This is an optimization exercise on Yosys and OpenROAD, whose aim is small area, a short achievable clock period and few clock cycles per item, not a production implementation. Only simulation tests tie the RTL to the original design; equivalence was not proved. Power figures rest on the tool's default switching activity, not on a simulated workload.

run 1:
==> flow/design.v (excerpt) <==
module ex_stage_md #(
   parameter int WIDTH   = 32,
   parameter int SHAMT_W = 5,
   parameter int REG_W   = 5,
   parameter int CTRL_W  = 10
) (
   input  logic              clk,
   input  logic              rst_n,
   input  logic              in_valid,
   input  logic [WIDTH-1:0]  a_operand,
   input  logic [WIDTH-1:0]  b_operand,
   input  logic [WIDTH-1:0]  imm_ext,
   input  logic [WIDTH-1:0]  pc_plus4,
   input  logic [WIDTH-1:0]  fwd_mem,
   input  logic [WIDTH-1:0]  fwd_wb,
   input  logic [1:0]        fwd_a_sel,
   input  logic [1:0]        fwd_b_sel,
   input  logic              alu_src,
   input  logic              reg_dest,
   input  logic [REG_W-1:0]  dest_rd,
   input  logic [REG_W-1:0]  dest_rt,
   input  logic [4:0]        alu_sel,
   input  logic [CTRL_W-1:0] ctrl_in,
   input  logic              stall_in,
   output logic [WIDTH-1:0]  alu_out,
   output logic [WIDTH-1:0]  data_to_write,
   output logic [REG_W-1:0]  reg_to_write,
   output logic [WIDTH-1:0]  pc_plus4_o,
   output logic [CTRL_W-1:0] ctrl_out,
   output logic              out_valid,
   output logic              md_busy,
   output logic              md_stall,
   output logic [REG_W-1:0]  dest_hz
);
   localparam int MUL_K = 4;
   localparam int MUL_N = WIDTH / MUL_K;
   localparam logic [4:0] OP_ADD   = 5'd6;
   localparam logic [4:0] OP_SUB   = 5'd7;
   localparam logic [4:0] OP_AND   = 5'd8;
   localparam logic [4:0] OP_OR    = 5'd9;
   localparam logic [4:0] OP_XOR   = 5'd10;
   localparam logic [4:0] OP_NOR   = 5'd11;
   localparam logic [4:0] OP_SLT   = 5'd12;
   localparam logic [4:0] OP_LUI   = 5'd13;
   localparam logic [4:0] OP_LINK  = 5'd14;
   localparam logic [4:0] OP_SLTU  = 5'd15;
   localparam logic [4:0] OP_MULT  = 5'd16;
   localparam logic [4:0] OP_DIV   = 5'd18;
   localparam logic [4:0] OP_DIVU  = 5'd19;
   localparam logic [4:0] OP_MFHI  = 5'd20;
   localparam logic [4:0] OP_MFLO  = 5'd21;
   logic [WIDTH-1:0] src_a, src_b, op_b;
   always_comb begin
      src_a = a_operand;
  ...
Size: about 220 flip-flops, about 350 I/O pins, ~30000 um2 of cells after synthesis.
Settings: LEC_CHECK=0, ABC_CLOCK_PERIOD_IN_PS=4500, CAP_MARGIN=20, CORE_MARGIN=2, CORE_UTILIZATION=48, SETUP_SLACK_MARGIN=1.8, SLEW_MARGIN=20; clock period 7.0 ns.
standard.sh (not shown) runs the stock make flow with config.mk's settings and CLKGATE_MAP_FILE= SYNTH_SCRIPT=/design/flow/synth_recipe.tcl, a recipe that flattens the netlist after the stock synthesis.
==> flow/flow/run.sh <==
#!/bin/bash
# The standard layout (standard.sh: the standard flow's synthesis and ORFS flow, unchanged), except that
# the port buffers placed on every input and output are the smallest buffer, buf_1, instead
# of the delay buffer ORFS picks; timing repair still resizes any that need more drive.
set -euo pipefail
export BUFFER_PORTS_ARGS="-buffer_cell sky130_fd_sc_hd__buf_1"
bash standard.sh > standard.log 2>&1
Testbench counts of run 1, summed over its fixed seeds: cycles 3,876, items 3,200.
Edits applied to the flow inputs when going from run 1 to run 2:
Settings: SETUP_SLACK_MARGIN changed from 1.8 to 2.5; CORE_UTILIZATION changed from 48 to 60.
Status: run 2 FAILED at global routing (tool error)
When run 2 is measured against run 1, its total instance count after detailed placement turns out about 4.5% lower.
The starting density of the core of run 2 is higher than that of run 1.
Post-synthesis sequential element count: run 2 vs run 1 identical
Re share of synthesized area spent on multiplexers: no difference whatsoever between run 1 and run 2.
Between run 1 and run 2, the flow reports row count decreasing by more than 10%.
Reported for run 2 and run 1, number of clock sinks turned out identical to the last digit.
Compared with run 1, run 2 shows final weighted congestion in routability-driven placement that has gone up by more than 10%.
In the tables for run 2 and run 1, placement-stage cell area reads lower with run 2.
Total setup buffers inserted after CTS in run 2 is 173 higher than in run 1
Input changes introduced in run 3 (baseline for comparison: run 2):
Settings: setting ABC_AREA to 1 for the first time; removing ABC_CLOCK_PERIOD_IN_PS (formerly 4500); changing SETUP_SLACK_MARGIN from 2.5 to 1.8; changing CORE_UTILIZATION from 60 to 40.
--- outcome ---
- Run 3 went all the way through synthesis, placement and routing and the layout is clean on timing, DRC and antenna.
- Compare run 3 and run 2 | area fraction in compound gates after synthesis lower: run 3
- Max setup fix buffers added after clock tree synthesis across run 3 and run 2: run 2
- From run 2 to run 3 the numbers moved as follows: die width saw an increase, synthesized cell count saw an increase, cell area after synthesis saw an increase, number of nets produced by synthesis saw an increase.
- Sequential element share of the synthesized area: lower on run 3
What run 4 does differently from run 3 at the input level:
Settings: a change of SETUP_SLACK_MARGIN from 1.8 to 2.2.
Findings:
- Run 4 reached the end of the flow, and the finished layout is clean on the timing, DRC and antenna checks.
- The flow did not stop early for run 3: all stages ran, and the layout cleared the timing, DRC and antenna checks.
- Summary: with run 3 as the reference, maximum vdd ir drop in run 4 moved up by a few percent.
- Diff run 3 -> run 4 | routed wire length | up slightly
- Flip-flop and latch share of the layout cell area on run 4 is down relative to run 3.
- Run 3 → run 4: net switching power of the design +0.19 mW; width of the die held steady.
- Run 3 has a lower internal power consumption than run 4.
- Taking run 3 as the reference, in run 4 combinational gate power saw little to no change; count of filler cells inserted in the layout saw a decrease; post-CTS setup buffer count saw an increase.
- Compared with run 3, run 4 is hungrier on power.

[what the ideal ports hide]
In the flow no input, the clock included, has a driving cell. The finished layouts below were timed again as built, in two steps.
Step 1, drivers: a clkbuf_16 drives clk and a buf_2 each remaining input, both assumed.
Step 2 adds t to the input delays and takes it off the output delays; t is the mean of the earliest and latest rising clock arrival at the registers after step 1. Input paths then give back, and output paths get back, about the clock's delay inside the block.
Three values: ideal, step 1, step 2; two values: the first two.
run	shift t [ns]	setup slack, ns	worst hold slack (ns)	worst setup path at the end	slew at the worst register clock pin (ns)
run 1	0.686	1.867 / 1.867 / 1.209	0.489 / 0.489 / 0.489	input to register	0.08 / 0.08
run 3	0.672	1.940 / 1.897 / 1.293	0.495 / 0.495 / 0.495	input to register	0.08 / 0.08
run 4	0.684	2.273 / 2.308 / 1.624	0.500 / 0.500 / 0.500	input to register	0.08 / 0.08
After both steps every run listed still meets setup and hold. For run 1, which loses most, drivers alone change the setup slack by 0.000 ns; drivers and shift together by -0.658 ns.
